Source: an optimization exercise on an open RTL-to-GDS flow (aim: small area, a short achievable clock period and few clock cycles per item). Production flows keep margins and buffers that such runs may drop.
The RTL was checked by simulation tests, not by an equivalence proof against the original design.

==> flow/design.v, too long to show whole: its modules and the start of the top module <==
// module qlane0: 284 lines
// module qlane1: 292 lines
// module qlane2: 311 lines
// module qlane3: 316 lines
// module qlane4: 317 lines
// module qlane5: 298 lines
// module qlane6: 303 lines
// module qlane7: 287 lines
// module block_quantizer: 111 lines
module block_quantizer (
	input  logic        clk,
	input  logic        arst_n,
	input  logic [95:0] in_row,
	input  logic        in_valid,
	output logic        in_ready,
	output logic [96:0] out_beat,
	output logic        out_valid,
	input  logic        out_ready
);
  // ...
==> flow/flow/run.sh <==
#!/bin/bash
# The standard layout (standard synthesis included), with two changes:
#  - after synthesis, flow/polarity.py removes inverters around full adders
#    (full adders are self-dual, so inverting all three inputs inverts both
#    outputs); flip-flops and the function are unchanged;
#  - ORFS's repair_timing is asked to leave extra setup slack, so that the
#    achieved period shrinks. The SDC is the standard flow's.
set -e
cd "$(dirname "$0")/.."
W=$PWD
R=$W/orfs/results/sky130hd/block_quantizer/base
echo "export SETUP_SLACK_MARGIN = 17.8" >> config.mk
bash standard.sh $R/1_2_yosys.v > synth.log 2>&1
cp $R/1_2_yosys.v $W/1_2_yosys.standard.v
python3 flow/polarity.py $W/1_2_yosys.standard.v $R/1_2_yosys.v > polarity.log 2>&1
bash standard.sh > standard.log 2>&1
==> flow/flow/polarity.py <==
#!/usr/bin/env python3
"""Removes inverters around full adders in a Yosys gate netlist.

A full adder is self-dual: FA(~a, ~b, ~c) = (~sum, ~cout). Where a full
adder's inputs come through inverters, it is cheaper to feed it the
uninverted nets and take its outputs as inverted. This pass flips full
adders greedily while that removes more inverters than it adds. The
function of the netlist and its flip-flops are unchanged.

usage: polarity.py IN.v OUT.v
"""
import re, sys
src = open(sys.argv[1]).read()
cell_re = re.compile(r"  (sky130_fd_sc_hd__\w+) (\\\S+ |\S+) \(\n(.*?)\n  \);\n", re.S)
pin_re = re.compile(r'\.(\w+)\((.*?)\)(?:,|$)', re.M)
OUTS = {'X', 'Y', 'Q', 'Q_N', 'SUM', 'COUT', 'HI', 'LO'}
m = re.search(r'^module (\w+)\((.*?)\);', src, re.M | re.S)
ports = set(p.strip() for p in m.group(2).split(','))
first = cell_re.search(src)
head = src[:first.start()]
tail_idx = src.rfind('endmodule')
cells = {}
order = []
for cm in cell_re.finditer(src):
    typ, name, body = cm.group(1), cm.group(2), cm.group(3)
    pins = []
    for line in body.split('\n'):
        pm = re.match(r'\s*\.(\w+)\((.*)\),?\s*$', line)
        pins.append((pm.group(1), pm.group(2)))
    cells[name] = {'type': typ, 'pins': dict(pins), 'order': [p for p, _ in pins]}
    order.append(name)
# sanity: every cell parsed, nothing but whitespace between cells
assert len(order) == len(re.findall(r'^  sky130_fd_sc_hd__', src, re.M)), "unparsed cells"
assert cell_re.sub('', src[first.start():tail_idx]).strip() == '', "text between cells"
def is_port_net(n):
    base = n.strip().lstrip('\\').split('[')[0].strip()
    return base in ports
drv = {}
loads = {}
def add_pin(c, p, n):
    if p in OUTS:
        drv[n] = (c, p)
    else:
        loads.setdefault(n, set()).add((c, p))
def rm_pin(c, p, n):
    if p in OUTS:
        if drv.get(n) == (c, p): del drv[n]
    else:
        loads.get(n, set()).discard((c, p))
for c in order:
    for p, n in cells[c]['pins'].items():
        add_pin(c, p, n)
def is_inv(c):
    return c in cells and re.match(r'sky130_fd_sc_hd__(clk)?inv_\d+$', cells[c]['type'])
def setpin(c, p, n):
    old = cells[c]['pins'][p]
    rm_pin(c, p, old)
    cells[c]['pins'][p] = n
    add_pin(c, p, n)
newid = [0]
def newnet():
    newid[0] += 1
    return f"_pol{newid[0]}_"
newnets = []
def inv_of(n):
    """an existing inverter driven by n, if any"""
    for (c, p) in loads.get(n, ()):
        if is_inv(c):
            return cells[c]['pins']['Y']
    return None
def add_inv(a, y):
    newid[0] += 1
    name = f"_polinv{newid[0]}_"
    cells[name] = {'type': 'sky130_fd_sc_hd__inv_1', 'pins': {'A': a, 'Y': y}, 'order': ['A', 'Y']}
    order.append(name)
    add_pin(name, 'A', a); add_pin(name, 'Y', y)
    return name
def remove_cell(c):
    for p, n in cells[c]['pins'].items():
        rm_pin(c, p, n)
    del cells[c]
def gain(f):
    g = 0
    pins = cells[f]['pins']
    for p in ('A', 'B', 'CIN'):
        n = pins[p]
        d = drv.get(n)
        if d and is_inv(d[0]) and not is_port_net(n):
            # bypass; the inverter goes if f was its only load
            if len(loads.get(n, ())) == 1:
                g += 1
        else:
            if inv_of(n) is None:
                g -= 1
    for p in ('SUM', 'COUT'):
        n = pins[p]
        ls = loads.get(n, set())
        if is_port_net(n):
            g -= 1
            continue
        invs = [c for c, _ in ls if is_inv(c) and not is_port_net(cells[c]['pins']['Y'])]
        others = len(ls) - len(invs)
        g += len(invs)
        if others:
            g -= 1
    return g
def flip(f):
    pins = cells[f]['pins']
    for p in ('A', 'B', 'CIN'):
        n = pins[p]
        d = drv.get(n)
        if d and is_inv(d[0]) and not is_port_net(n):
            src_n = cells[d[0]]['pins']['A']
            setpin(f, p, src_n)
            if not loads.get(n):
                remove_cell(d[0])
        else:
            y = inv_of(n)
            if y is None:
                y = newnet(); newnets.append(y)
                add_inv(n, y)
            setpin(f, p, y)
    for p in ('SUM', 'COUT'):
        n = pins[p]
        nn = newnet(); newnets.append(nn)
        setpin(f, p, nn)          # f now drives ~n on nn
        ls = list(loads.get(n, set()))
        invs = [c for c, _ in ls if is_inv(c) and not is_port_net(cells[c]['pins']['Y'])]
        for ic in invs:
            y = cells[ic]['pins']['Y']
            for (lc, lp) in list(loads.get(y, set())):
                setpin(lc, lp, nn)
            remove_cell(ic)
        if loads.get(n) or is_port_net(n):
            add_inv(nn, n)
before = sum(1 for c in cells if is_inv(c))
for it in range(20):
    changed = 0
    for f in [c for c in order if c in cells and re.match(r'sky130_fd_sc_hd__fa_\d+$', cells[c]['type'])]:
        if gain(f) > 0:
            flip(f); changed += 1
    if not changed:
        break
after = sum(1 for c in cells if is_inv(c))
# drop inverters with no loads (not driving ports)
out = [head]
for n in newnets:
    out.append(f"  wire {n};\n")
for c in order:
    if c not in cells: continue
    cc = cells[c]
    body = ",\n".join(f"    .{p}({cc['pins'][p]})" for p in cc['order'])
    out.append(f"  {cc['type']} {c} (\n{body}\n  );\n")
out.append(src[tail_idx:])
open(sys.argv[2], 'w').write("".join(out))
print(f"inverters {before} -> {after}", file=sys.stderr)
==> flow/standard.sh <==
#!/bin/bash
# synth_recipe.tcl (not shown) runs the flow's synth.tcl, then flattens the netlist and writes it again
# the make line also repeats each setting of config.mk as NAME=value (left out here)
make -C /OpenROAD-flow-scripts/flow DESIGN_CONFIG=/design/flow/config.mk WORK_HOME=/design/flow/orfs CLKGATE_MAP_FILE= SYNTH_SCRIPT=/design/flow/synth_recipe.tcl "${@:-finish}"
==> flow/config.mk <==
export PLATFORM = sky130hd
export DESIGN_NAME = block_quantizer
export DESIGN_NICKNAME = block_quantizer
export VERILOG_FILES = /design/flow/design.v
export SDC_FILE = /design/flow/constraint.sdc
export NUM_CORES = 4
export LEC_CHECK = 0
export ABC_AREA = 1
export CAP_MARGIN = 20
export CORE_MARGIN = 2
export CORE_UTILIZATION = 60
export SLEW_MARGIN = 20
export SETUP_SLACK_MARGIN = 17.8
==> flow/constraint.sdc <==
create_clock -name core_clock -period 24.0 [get_ports {clk}]
set_input_delay 4.8000 -clock core_clock [delete_from_list [all_inputs] [get_ports {clk}]]
set_output_delay 4.8000 -clock core_clock [all_outputs]
set_load 0.01 [all_outputs]
==> flow_metrics.py, run 1 <==
metrics = {
    "run_status": {
        "status": "finished clean",
    },
    "timing": {
        "skew_ps": 51.9,
        "fin_tns_setup_ps": 0,
        "period_share": 0.259,
        "layout_setup_ws_ps": 17800,
        "rsz0062_at_grt": "true",
        "slew_violations": 0,
    },
    "layout": {
        "seq_area_frac": 0.203,
        "multi_input_area_share": 0.580,
        "drive_above_1_share": 0.122,
        "syn2layout_area_growth_pct": 19.0,
        "inverters_excl_clock": 553,
        "fin_cells": 4330,
        "nNonClkBuffers": 390,
        "fillers": 3788,
        "diodes": 5,
        "area_dominant_class": "multi-input gates",
        "most-common-layout-cells": "762 x nand2_1, 496 x inv_1, 494 x fa_1, 308 x o21ai_0, 237 x edfxtp_1",
        "stdcell_area_mm2": 0.0361,
    },
    "clock_tree": {
        "path_clk_slew_ps": 80,
        "clock-sinks": 245,
        "clockBufferDepth": 3,
    },
    "detailed_routing": {
        "top_layer_used": "met4",
        "drt_pass1_iterations": 9,
    },
    "global_routing": {
        "top_usage_layer": "met2",
        "met3_usage": 0.0983,
        "first_global_vias": 27204,
    },
    "floorplanning": {
        "n_tap_cell": 672,
        "die-area_mm2": 0.0523,
    },
    "critical_path": {
        "end_kind": "output port",
        "cp-startpoint": "obn[2]$_DFFE_PP_",
        "rrSetupSlack_ps": 17810,
        "crit_cells": 2,
    },
    "hold_path": {
        "min_path_cells": 1,
        "worstHoldPathType": "reg -> reg",
    },
    "flow_run": {
        "drv_cap": 0,
    },
}
Testbench counts, summed over its fixed seeds: cycles 8,208, rows 8,192.
==> module block_quantizer, before the edit <==
module block_quantizer (
	input  logic        clk,
	input  logic        arst_n,
	input  logic [95:0] in_row,
	input  logic        in_valid,
	output logic        in_ready,
	output logic [96:0] out_beat,
	output logic        out_valid,
	input  logic        out_ready
);
	logic go;
	logic c1, c2, e1;
	logic rdy, ovl;
	logic c1_n, c2_n;
	logic push, pop;
	logic [2:0] row_cnt;
	assign go = !c2;
	assign in_ready = rdy;
	always_ff @(posedge clk or negedge arst_n)
	begin
		if (!arst_n)
			row_cnt <= '0;
		else if (in_valid && go)
			row_cnt <= row_cnt + 3'd1;
	end
	logic v0;
	logic [2:0] r0;
	logic [95:0] x0;
	always_ff @(posedge clk or negedge arst_n)
	begin
		if (!arst_n)
			v0 <= 1'b0;
		else if (go)
			v0 <= in_valid;
	end
	always_ff @(posedge clk)
	begin
		if (go)
		begin
			x0 <= in_row;
			r0 <= row_cnt;
		end
	end
	logic [8:0] q0;
	qlane0 i_lane0 (.r(r0), .x(x0[11:0]), .q(q0));
	logic [8:0] q1;
	qlane1 i_lane1 (.r(r0), .x(x0[23:12]), .q(q1));
	logic [8:0] q2;
	qlane2 i_lane2 (.r(r0), .x(x0[35:24]), .q(q2));
	logic [8:0] q3;
	qlane3 i_lane3 (.r(r0), .x(x0[47:36]), .q(q3));
	logic [8:0] q4;
	qlane4 i_lane4 (.r(r0), .x(x0[59:48]), .q(q4));
	logic [8:0] q5;
	qlane5 i_lane5 (.r(r0), .x(x0[71:60]), .q(q5));
	logic [8:0] q6;
	qlane6 i_lane6 (.r(r0), .x(x0[83:72]), .q(q6));
	logic [8:0] q7;
	qlane7 i_lane7 (.r(r0), .x(x0[95:84]), .q(q7));
	logic [64:0] res;
	assign res = {q7[6:0], q6[6:0], q5[6:0], q4[7:0], q3[7:0], q2[8:0], q1[8:0], q0[8:0], (r0 == 3'd7)};
	assign push = go && v0;
	assign pop = c1 && out_ready;
	logic [64:0] ob;
	logic [64:0] sk;
	always_ff @(posedge clk or negedge arst_n)
	begin
		if (!arst_n)
		begin
			e1 <= 1'b1;
			c2 <= 1'b0;
		end
		else
		begin
			e1 <= !c1_n;
			c2 <= c2_n;
		end
	end
	assign c1 = !e1;
	assign c1_n = push || c2 || (c1 && !pop);
	assign c2_n = (c1 && push && !pop) || (c2 && !pop);
	always_ff @(posedge clk or negedge arst_n)
	begin
		if (!arst_n)
		begin
			rdy <= 1'b1;
			ovl <= 1'b0;
		end
		else
		begin
			rdy <= !c2_n;
			ovl <= c1_n;
		end
	end
	logic [7:0] obn;
	always_ff @(posedge clk)
	begin
		if (out_ready || !c1)
		begin
			ob <= c2 ? sk : res;
			obn <= ~(c2 ? sgn_sk : sgn_res);
		end
		if (c1 && !c2)
			sk <= res;
	end
	assign out_valid = ovl;
	logic [7:0] sgn_sk, sgn_res;
	assign sgn_sk = {sk[64], sk[57], sk[50], sk[43], sk[35], sk[27], sk[18], sk[9]};
	assign sgn_res = {res[64], res[57], res[50], res[43], res[35], res[27], res[18], res[9]};
	assign out_beat = {{{3{~obn[7]}}, {2{ob[64]}}, ob[64:58]}, {{3{~obn[6]}}, {2{ob[57]}}, ob[57:51]}, {{3{~obn[5]}}, {2{ob[50]}}, ob[50:44]}, {{2{~obn[4]}}, {2{ob[43]}}, ob[43:36]}, {{2{~obn[3]}}, {2{ob[35]}}, ob[35:28]}, {{2{~obn[2]}}, {1{ob[27]}}, ob[27:19]}, {{2{~obn[1]}}, {1{ob[18]}}, ob[18:10]}, {{2{~obn[0]}}, {1{ob[9]}}, ob[9:1]}, ob[0]};
endmodule
==> run 2, diff against run 1 <==
--- a/flow/design.v
+++ b/flow/design.v
@@ -2514,19 +2514,12 @@
 		end
 	end
-	logic [7:0] obn;
 	always_ff @(posedge clk)
 	begin
 		if (out_ready || !c1)
-		begin
 			ob <= c2 ? sk : res;
-			obn <= ~(c2 ? sgn_sk : sgn_res);
-		end
 		if (c1 && !c2)
 			sk <= res;
 	end
 	assign out_valid = ovl;
-	logic [7:0] sgn_sk, sgn_res;
-	assign sgn_sk = {sk[64], sk[57], sk[50], sk[43], sk[35], sk[27], sk[18], sk[9]};
-	assign sgn_res = {res[64], res[57], res[50], res[43], res[35], res[27], res[18], res[9]};
-	assign out_beat = {{{3{~obn[7]}}, {2{ob[64]}}, ob[64:58]}, {{3{~obn[6]}}, {2{ob[57]}}, ob[57:51]}, {{3{~obn[5]}}, {2{ob[50]}}, ob[50:44]}, {{2{~obn[4]}}, {2{ob[43]}}, ob[43:36]}, {{2{~obn[3]}}, {2{ob[35]}}, ob[35:28]}, {{2{~obn[2]}}, {1{ob[27]}}, ob[27:19]}, {{2{~obn[1]}}, {1{ob[18]}}, ob[18:10]}, {{2{~obn[0]}}, {1{ob[9]}}, ob[9:1]}, ob[0]};
+	assign out_beat = {{5{ob[64]}}, ob[64:58], {5{ob[57]}}, ob[57:51], {5{ob[50]}}, ob[50:44], {4{ob[43]}}, ob[43:36], {4{ob[35]}}, ob[35:28], {3{ob[27]}}, ob[27:19], {3{ob[18]}}, ob[18:10], {3{ob[9]}}, ob[9:1], ob[0]};
 endmodule
==> flow_metrics.py, run 2 <==
metrics = {
    "timing": {
        "max_slew.worst_pin.slew_ps": 1070,
        "finalSetupViolCount": 0,
        "skew_ps": 51.4,
        "rsz0062_at_grt": "true",
        "fin_crit_ps": 6230,
        "fmax_mhz": 160,
        "relSlewSlack": 0.290,
        "fin_tns_setup_ps": 0,
        "slew_violations": 0,
        "period_share": 0.260,
        "hold_viol": 0,
        "fin_hold_ws_ps": 408,
    },
    "hold_path": {
        "min_path_cells": 1,
        "worstHoldPathType": "reg -> reg",
        "hold_end": "e1$_DFF_PN1_",
        "min_from": "v0$_DFFE_PN0N_",
    },
    "run_status": {
        "status": "finished clean",
    },
    "logic_synthesis": {
        "syn-num-nets": 4099,
        "avgSynthCellArea_um2": 9.03,
        "ys.warnings.count": 1,
        "synth_cells": 3308,
        "synthesis.area_mm2": 0.0299,
    },
    "global_routing": {
        "grt_overflow": 0,
        "first_global_vias": 25618,
        "grt_pass1_wl_um": 152000,
        "antenna_found_initial": 5,
        "grt_usage": 0.399,
        "grt_max_degree": 82,
    },
    "critical_path": {
        "crit_path_start_kind": "register",
        "cp_slowest_cell": "edfxtp_1",
        "critPathMaxStageDelay_ps": 480,
        "path_buf_inv": 3,
        "rrSetupSlack_ps": 17880,
        "cp-startpoint": "ob[27]$_DFFE_PP_",
        "criticalPathCategory": "reg -> out",
        "end_kind": "output port",
        "rr_endpoint": "ob[40]$_DFFE_PP_",
        "rr_startpoint": "r0[2]$_DFFE_PN_",
        "reg2regPathDepth": 26,
        "worstPathCellList": "buf_6 -> buf_6 -> buf_2",
        "path_max_fanout": 3,
        "crit_arrival_ps": 1430,
        "critPathMostFrequentCell": "buf_6",
        "path_delay_family": "flip-flops",
        "cp_data_required_time_ps": 19200,
    },
    "floorplanning": {
        "num_rows": 81,
        "start_util": 0.609,
        "die_w_um": 227,
        "fp.dieH_um": 227,
        "die-area_mm2": 0.0516,
        "io_pins": 199,
        "fp.coreArea_mm2": 0.0491,
    },
    "layout": {
        "largest_reg_flops": 96,
        "layout.cells.most_common": "nand2_1",
        "drive_above_1_share": 0.0997,
        "fin_nets": 4330,
        "reg_top3": "x0 x96, ob x65, sk x65",
        "syn2layout_area_growth_pct": 17.0,
        "diodes": 0,
        "most-common-layout-cells": "773 x nand2_1, 503 x fa_1, 481 x inv_1, 322 x o21ai_0, 229 x edfxtp_1",
        "regMostFlops": "x0",
        "fin_util": 0.713,
    },
    "detailed_routing": {
        "routed_wl_um": 103000,
        "drt_iter0_drc": 3419,
        "antenna_left": 0,
        "wire_per_inst_um": 24.4,
        "avgViaCountPerCell": 6.05,
        "drc_errors": 0,
        "drt_pass1_iterations": 13,
        "vias": 25531,
    },
    "clock_tree": {
        "clk-insertion-delay-late_ps": 600,
        "cts_tree": "done",
        "htree_levels": 1,
        "root_buffer": "clkbuf_16",
        "clock-sinks": 237,
        "cts_buffers": 27,
        "cts_hold_buf": 0,
        "path_clk_slew_ps": 60,
        "clockBufferDepth": 3,
    },
    "flow_run": {
        "drv_cap": 0,
    },
    "placed_design": {
        "portBuffers": 198,
        "dp_hpwl_um": 77900,
        "gp_congestion": 1.09,
    },
}
run 2: area by class of cell:
| class | instances | area [µm²] |
|---|---|---|
| Clock buffer | 38 | 779 |
| Clock inverter | 11 | 66.3 |
| Fill cell | 3795 | 14100 |
| Inverter | 523 | 2110 |
| Multi-Input combinational cell | 2403 | 20700 |
| Sequential cell | 237 | 7080 |
| Tap cell | 664 | 831 |
| Timing Repair Buffer | 343 | 3350 |
| Timing Repair inverter | 4 | 31.3 |
run 2: metal layers:
| metal | GRT usage | part of all wire |
|---|---|---|
| met1 | 0.541 | 0.37 |
| met4 | 0.178 | 0.055 |
| met2 | 0.614 | 0.45 |
| met5 | 0 | 0.00016 |
| met3 | 0.0981 | 0.12 |
run 2: worst max path at each step:
stage | to | slack (ps) | depth (start not counted)
floorplan | ob[0]$_DFFE_PP_ | 17770 | 2
CTS | out_beat[58] | 17730 | 2
finish | out_beat[35] | 17770 | 3
global route | ob[27]$_DFFE_PP_ | 17690 | 29
global placement | ob[27]$_DFFE_PP_ | 16860 | 25
detailed placement | ob[27]$_DFFE_PP_ | 16800 | 25
run 2: timing repair:
item                       in CTS  in global routing
cloned                          1                 10
gates resized for setup       210                198
setup endpoints to repair     268                127
buffers inserted               26                 85
pin swaps                       6                 55
hold endpoints to repair        0                  0
run 2: worst reg2reg max path, stage by stage, from the launching register on:
cell and delay (ps):
edfxtp_1 450, buf_12 180, buf_4 170, nand2_1 70
inv_1 90, nor2_1 540, o22ai_2 210, o21bai_1 280
fa_1 580, fa_1 460, fa_1 570, fa_1 450
ha_1 310, nand2_1 80, inv_1 50, nand2_1 70
nand3_2 100, nand3_1 80, nand2_1 90, nand2_1 70
nand2_1 90, nand3_1 90, nand3_1 90, fa_1 380
xor2_1 190, nand2_1 70, nand2_1 60
run 2: stage by stage:
stage / area, µm² / cells / worst slack [ps]
floorplan: 29900 / 3308 / 17770
global placement: 32200 / 4052 / 16860
CTS: 33500 / 4128 / 17730
global route: 35000 / 4223 / 17690
detailed placement: 32200 / 4052 / 16800
finish: 35000 / 4223 / 17770
Testbench counts of run 2, summed over its fixed seeds: cycles 8,208, rows 8,192.

## separate check: timing with driven ports
How much do the figures lean on ideal ports? The routed layouts below were timed once more, with nothing changed but the port constraints. Step 1, drivers: a clkbuf_16 drives clk and a buf_2 each remaining input, both assumed. Step 2 also shifts input and output timing later by t, the mid clock arrival at the registers, as if the neighbouring blocks saw the same clock. Three values: ideal ports, drivers, drivers and shift; two values: the first two.
run | t (ns) | setup slack, ns | hold WS [ns] | worst register clock-pin slew, ns | cell pins on the clock port's net
run 1 | 0.659 | 17.796 / 17.734 / 17.515 | 0.409 / 0.409 / 0.409 | 0.08 / 0.08 | 1
run 2 | 0.637 | 17.766 / 17.701 / 17.301 | 0.408 / 0.408 / 0.408 | 0.08 / 0.08 | 1
After both steps setup and hold are still met in every run listed. The setup slack of run 2, which loses most, moves by -0.065 ns with the drivers and by -0.465 ns with both steps.
